Source: an optimization exercise on an open RTL-to-GDS flow (aim: small area). Production flows keep margins and buffers that such runs may drop. Only the layout flow was run in this run; the RTL was not checked for function there. Power is estimated from default activity; no workload was simulated.

==> flow/design.v <==
`default_nettype none
package udp_src_pkg;
  typedef logic [63:0] axis_data_t;
  typedef logic [7:0]  axis_keep_t;
  typedef logic [15:0] pkt_seq_t;
  typedef logic [1:0]  beat_idx_t;
  typedef enum logic {
    fr_idle,
    fr_send
  } framer_state_t;
  localparam int unsigned BEATS_PER_PKT = 4;
  localparam axis_keep_t  KEEP_ALL      = 8'hff;
  localparam axis_data_t GREETING_0 = 64'h72_66_20_6f_6c_6c_65_48;
  localparam axis_data_t GREETING_1 = 64'h20_41_47_50_46_20_6d_6f;
  localparam axis_data_t GREETING_2 = 64'h20_2e_6f_6e_20_54_4b_50;
  localparam logic [7:0] HEX_LOWER_A = 8'h61;
endpackage
`default_nettype wire
`default_nettype none
module udp_test_source #(
  parameter int unsigned PKT_INTERVAL = 10,
  parameter int unsigned ECHO_DEPTH   = 16
) (
  input  wire                          sys_clk_100MHz,
  input  wire                          tx_axis_aresetn,
  input  wire                          mmcm_locked,
  input  wire                          gen_sel,
  input  wire udp_src_pkg::axis_data_t echo_in_data,
  input  wire udp_src_pkg::axis_keep_t echo_in_keep,
  input  wire                          echo_in_valid,
  input  wire                          echo_in_last,
  input  wire                          tx_ready,
  output wire                          udp_enable,
  output wire                          sfp_tx_disable,
  output wire                          echo_in_ready,
  output wire udp_src_pkg::axis_data_t tx_data,
  output wire udp_src_pkg::axis_keep_t tx_keep,
  output wire                          tx_valid,
  output wire                          tx_last
);
  localparam int SLOTS   = ECHO_DEPTH + 2;           
  localparam int PTR_W   = $clog2(SLOTS);
  localparam int TIMER_W = (PKT_INTERVAL > 1) ? $clog2(PKT_INTERVAL) : 1;
  localparam int DW      = 73;
  logic [1:0] lock_q;
  logic       sfp_dis_q;
  always_ff @(posedge sys_clk_100MHz or negedge tx_axis_aresetn) begin
    if (!tx_axis_aresetn) begin
      lock_q    <= 2'b00;
      sfp_dis_q <= 1'b1;
    end else begin
      lock_q    <= {lock_q[0], mmcm_locked};
      sfp_dis_q <= ~lock_q[1];
    end
  end
  assign udp_enable     = lock_q[1];
  assign sfp_tx_disable = sfp_dis_q;
  logic [TIMER_W-1:0] timer_q;
  logic               req_valid;
  logic               expire;
  assign expire = lock_q[1] && (timer_q == TIMER_W'(PKT_INTERVAL - 1));
  logic        fr_send;
  logic [1:0]  beat_q;
  logic [15:0] seq_q;       
  logic in_pkt_q, sel_q, tx_valid_q, tx_gen_q;
  logic cur_sel, take, src_valid, src_last, xfer;
  logic [PTR_W-1:0] wr_q;     
  logic [PTR_W-1:0] tx_q;     
  logic [PTR_W-1:0] head;
  logic [4:0]       cnt_q;    
  logic             echo_valid, echo_last, wr_en, echo_take;
  logic [DW-1:0]    mem [SLOTS];
  function automatic logic [PTR_W-1:0] inc(input logic [PTR_W-1:0] p);
    inc = (p == PTR_W'(SLOTS - 1)) ? '0 : p + 1'b1;
  endfunction
  assign head          = inc(tx_q);
  assign echo_valid    = (cnt_q != 5'd0);
  assign echo_in_ready = (cnt_q != 5'(ECHO_DEPTH + 1));
  assign wr_en         = echo_in_valid && echo_in_ready;
  assign echo_last     = mem[head][DW-1];
  assign cur_sel   = in_pkt_q ? sel_q : gen_sel;
  assign take      = !tx_valid_q || tx_ready;
  assign src_valid = cur_sel ? fr_send : echo_valid;
  assign src_last  = cur_sel ? (beat_q == 2'd3) : echo_last;
  assign xfer      = take && src_valid;
  assign echo_take = xfer && !cur_sel;
  always_ff @(posedge sys_clk_100MHz or negedge tx_axis_aresetn) begin
    if (!tx_axis_aresetn) begin
      timer_q    <= '0;
      req_valid  <= 1'b0;
      fr_send    <= 1'b0;
      beat_q     <= 2'd0;
      seq_q      <= 16'hffff;
      in_pkt_q   <= 1'b0;
      sel_q      <= 1'b1;
      tx_valid_q <= 1'b0;
      tx_gen_q   <= 1'b1;
      wr_q       <= '0;
      tx_q       <= PTR_W'(SLOTS - 1);
      cnt_q      <= '0;
    end else begin
      if (!lock_q[1] || expire) timer_q <= '0;
      else                      timer_q <= timer_q + 1'b1;
      if (expire && (!req_valid || !fr_send)) req_valid <= 1'b1;
      else if (req_valid && !fr_send)         req_valid <= 1'b0;
      if (!fr_send) begin
        if (req_valid) fr_send <= 1'b1;
      end else if (xfer && cur_sel) begin
        if (beat_q == 2'd3) fr_send <= 1'b0;
        if (beat_q == 2'd0) seq_q <= seq_q + 1'b1;
        beat_q <= beat_q + 1'b1;
      end
      if (xfer) begin
        in_pkt_q <= !src_last;
        sel_q    <= cur_sel;
        tx_gen_q <= cur_sel;
      end
      if (take) tx_valid_q <= src_valid;
      if (wr_en) wr_q <= inc(wr_q);
      if (echo_take) tx_q <= head;
      cnt_q <= cnt_q + {4'd0, wr_en} - {4'd0, echo_take};
    end
  end
  always_ff @(posedge sys_clk_100MHz) begin
    if (wr_en) mem[wr_q] <= {echo_in_last, echo_in_keep, echo_in_data};
  end
  logic [63:0] gen_data;
  logic [DW-1:0] ring_out;
  function automatic logic [7:0] hex(input logic [3:0] n);
    hex = (n < 4'd10) ? (8'h30 + {4'd0, n}) : (8'h57 + {4'd0, n});
  endfunction
  always_comb begin
    case (beat_q)
      2'd1:    gen_data = udp_src_pkg::GREETING_0;
      2'd2:    gen_data = udp_src_pkg::GREETING_1;
      2'd3:    gen_data = udp_src_pkg::GREETING_2;
      default: gen_data = {hex(seq_q[3:0]), hex(seq_q[7:4]),
                           hex(seq_q[11:8]), hex(seq_q[15:12]), 32'h30303030};
    endcase
  end
  always_comb begin
    ring_out = '0;
    for (int i = 0; i < SLOTS; i++)
      ring_out = ring_out | (mem[i] & {DW{tx_q == PTR_W'(i)}});
  end
  assign tx_valid = tx_valid_q;
  assign tx_data  = tx_gen_q ? gen_data : ring_out[63:0];
  assign tx_keep  = tx_gen_q ? 8'hff : ring_out[71:64];
  assign tx_last  = tx_gen_q ? (beat_q == 2'd0) : ring_out[72];
endmodule
`default_nettype wire
==> flow/run.sh <==
#!/bin/bash
# synth_recipe.tcl (not shown) runs the flow's synth.tcl, then flattens the netlist and writes it again
# the make line also repeats each setting of config.mk as NAME=value (left out here)
make -C /OpenROAD-flow-scripts/flow DESIGN_CONFIG=/design/flow/config.mk WORK_HOME=/design/flow/orfs CLKGATE_MAP_FILE= SYNTH_SCRIPT=/design/flow/synth_recipe.tcl finish
==> flow/config.mk <==
export PLATFORM = sky130hd
export DESIGN_NAME = udp_test_source
export DESIGN_NICKNAME = udp_test_source
export VERILOG_FILES = /design/flow/design.v
export SDC_FILE = /design/flow/constraint.sdc
export NUM_CORES = 4
export LEC_CHECK = 0
export CAP_MARGIN = 20
export CORE_MARGIN = 2
export CORE_UTILIZATION = 40
export SLEW_MARGIN = 20
==> flow/constraint.sdc <==
create_clock -name core_clock -period 5.0 [get_ports {sys_clk_100MHz}]
set_input_delay 1.0000 -clock core_clock [delete_from_list [all_inputs] [get_ports {sys_clk_100MHz}]]
set_output_delay 1.0000 -clock core_clock [all_outputs]
set_load 0.01 [all_outputs]
==> results.ini <==
[critical_path]
cp_data_arrival_time_ps = 3950
end_kind = primary output
r2r_end = cnt_q[4]$_DFF_PN0_
crit_required_ps = 4000
crit_slowest_cell = dfstp_4
r2r_slack_ps = 1500
cp-start-kind = register
reg2reg_from = tx_gen_q$_DFFE_PN1P_
critical_path.max_fanout = 24
cp_cell_sequence = buf_4, nor2b_1, o21ai_1, clkdlybuf4s50_1
r2r_cells = 14
slowest_delay_ps = 930
crit_type = register to primary output
path_buf_inv = 2
path_delay_family = buffers and inverters

[floorplan]
die_x_um = 365
die_area_mm2 = 0.133
start_util_pct = 40.3
die_h_um = 365
pin_count = 156
rows = 132
coreArea_mm2 = 0.129

[placed_design]
hpwl_um = 91300
dp_cells = 4812
place_area_mm2 = 0.0567
pre_cts_ws_ps = 349
place.gp.congestion = 0.805
port_buffers = 155

[global_route]
grt_overflow = 0
grt_pass1_vias = 29942
gr-usage-all-layers_pct = 24.7
antenna_found_initial = 9
grt_pass1_wl_um = 232000
grt_max_degree = 74

[clocking]
ctsHtreeMaxLevel = 4
hold_buffers = 0
cts_tree = done
clk_latency_ps = 760
clk_path_buf_depth = 3
clkTransAtPathRegs_ps = 70
cts_inserted_buffers = 141
clock-sinks = 1373
clockRootBuffer = clkbuf_16

[layout]
syn2layout_area_growth_pct = 18.3
layout_commonest_cell = edfxtp_1
nets = 3362
fin_area_mm2 = 0.0616
final_cells = 5105
drive_gt1_share_pct = 14.9
layout_common_cells = 1328 x edfxtp_1, 249 x a22oi_1, 153 x clkdlybuf4s50_1, 145 x clkbuf_16, 131 x buf_4
fillers = 10721

[timing]
period_share_pct = 99.1
postLayoutSetupSlackWorst_ps = 45.4
period_needed_ps = 4950
timing.fmax_mhz = 202
worst_clock_skew_ps = 26.3
final_max_slew_viol_count = 0
finalHoldViolCount = 0
fin_hold_ws_ps = 361
setup_viol = 0
rsz0062_at_grt = false
max_slew_margin_pct = 26.8
worstMarginPinSlew_ps = 1100

[power]
irDropWorstVdd_v = 0.000356
leakagePower_nw = 19.6
p_total_mw = 34.9
p_per_area_mw_per_mm2 = 566

[run]
max_cap_viol_count = 0

[synthesis]
synth.avg_cell_area_um2 = 17.7
async_flop_share_pct = 3.28
synth.area.mux_share_pct = 2.11
ys_ff_latch = 1373
synth_edf_count = 1328
synth_fp_nets = 3060
synth_area_mm2 = 0.0521
synthCells = 2949
synthFlopType = edfxtp_1
synth_cell_types = 77
synth_compound_area_share_pct = 11.3
yosys_warnings = 1
synth_top_family_by_area = compound AO/OA/AOI/OAI gates
synth-xor-area-share_pct = 0.536
synth_adder_area_share_pct = 0.783
synth_seq_area_share_pct = 78.8
yosys.area_share.simple_pct = 4.15

[detailed_routing]
drc = 0
drt-initial-drc-count = 4234
vias = 31414
post_drt_wl_per_cell_um = 32.6
antenna_left = 0
routed_wl_um = 166000
firstDrtPassIters = 5
viasPerCell = 6.15

[worst_hold_path]
hold_class = input port to async pin

[outcome]
outcome = complete, no violations

power by group:
group          total [mW]  internal (mW)  leakage (nW)  switching (mW)
clock network        10.1           5.74          2.14            4.37
registers            13.9           13.6          12.5           0.333
logic                10.8           4.13          4.98            6.70
synth_stat cells, types with 5 or more instances:
cell type | number | area share, %
xor2_1 | 6 | 0.10
o31ai_1 | 5 | 0.072
or3_1 | 5 | 0.060
a31oi_1 | 27 | 0.32
and3_1 | 17 | 0.20
nand3_1 | 56 | 0.54
inv_1 | 32 | 0.23
a221oi_1 | 123 | 2.1
dfstp_2 | 20 | 1.0
o21ai_1 | 10 | 0.096
a21oi_1 | 95 | 0.91
buf_2 | 77 | 0.74
edfxtp_1 | 1328 | 77
clkbuf_1 | 55 | 0.40
nand2_1 | 95 | 0.68
nor2b_1 | 10 | 0.12
a22o_1 | 81 | 1.4
o22ai_1 | 15 | 0.18
nand2b_1 | 9 | 0.11
a221o_1 | 31 | 0.60
dfrtp_1 | 25 | 1.2
nand4_1 | 36 | 0.43
mux4_2 | 9 | 0.39
ha_1 | 31 | 0.74
mux2_2 | 12 | 0.26
nor3_1 | 39 | 0.37
a22oi_1 | 249 | 3.6
buf_6 | 25 | 0.54
a211oi_1 | 5 | 0.072
buf_4 | 24 | 0.35
mux2i_1 | 76 | 1.5
and4_1 | 7 | 0.12
a222oi_1 | 31 | 0.60
xnor2_1 | 24 | 0.40
o221ai_1 | 8 | 0.13
o21ai_0 | 54 | 0.52
nor2_1 | 120 | 0.86
logic make-up after synthesis:
kind of cell | Yosys count
buffers and inverters | 220
and+or+nand+nor | 424
xor gates and xnor gates | 31
muxes | 97
AOI/OAI and AO/OA | 772
adders and majority gates | 32
DFF | 1373
layer usage:
layer	GRT usage (%)	vias to the layer above	share of wire, %
li1	-	12783	-
met4	7.78	8	3.1
met1	34.4	16465	39
met5	0	-	0.031
met3	4.11	278	9.9
met2	39.6	1880	47
sequential cells by signal, summed over array words and instances (netlist names):
signal,flops
sfp_dis_q,1
fr_send,1
seq_q,16
tx_q,5
req_valid,1
cnt_q,5
mem,1328
in_pkt_q,1
timer_q,4
lock_q,2
wr_q,5
beat_q,2
tx_valid_q,1
tx_gen_q,1
through the flow:
stage               TNS (ps)  utilization [%]
floorplan            -112310                -
global placement           0             43.8
detailed placement         0             43.8
CTS                        0             47.5
global route               0             47.7
finish                     0             47.7
area by class of cell:
type / count / area (µm²) / area share, %
clock buffers: 187 / 3850 / 6.24
clock inverters: 64 / 551 / 0.893
flip-flops and latches: 1373 / 41000 / 66.6
inverters: 33 / 124 / 0.201
multi-input cells: 1358 / 10200 / 16.5
well taps: 1742 / 2180 / 3.54
diodes: 4 / 10.0 / 0.0162
repair buffers: 344 / 3680 / 5.97
what timing repair did:
action	4_1_cts	5_1_grt
resized for setup	21	5
setup buffers	24	11
setup endpoints to repair	59	23
pin swaps	5	1
gates cloned	2	1
how the worst max path moves through the flow:
| stage | cells after the start | start | end | slack (ps) |
|---|---|---|---|---|
| 3_5_place_dp | 8 | tx_q[4]$_DFFE_PN1P_ | tx_data[22] | 350 |
| 4_1_cts | 9 | tx_q[4]$_DFFE_PN1P_ | tx_data[36] | 2 |
| 2_1_floorplan | 4 | echo_in_valid | mem[15][0]$_DFFE_PP_ | -110 |
| 3_3_place_gp | 8 | tx_q[4]$_DFFE_PN1P_ | tx_data[22] | 320 |
| 6_report | 4 | tx_gen_q$_DFFE_PN1P_ | tx_data[5] | 50 |
| 5_1_grt | 10 | tx_q[0]$_DFFE_PN1P_ | tx_data[47] | 4 |

## port drivers added, routing unchanged
No port has a modelled driver above. Below, the same layout with a new extraction and two added sets of constraints. Step 1 sets driving cells, clkbuf_16 on the clock port and buf_2 on the other inputs (assumed; they add their load-dependent delay and slew). Step 2 adds t to the input delays and takes it off the output delays; t is the mean of the earliest and latest rising clock arrival at the registers after step 1. Input paths then give back, and output paths get back, about the clock's delay inside the block. Three values: no drivers, after step 1, after step 2; two values: the first two.
shift t [ns]: 0.817
setup slack, ns: 0.045 / -0.023 / 0.794
worst setup path at the end: register to output
pins driven straight from the clock port: 1
After both steps setup and hold are still met in this run. For this run, drivers alone change the setup slack by -0.068 ns; drivers and shift together by +0.749 ns.
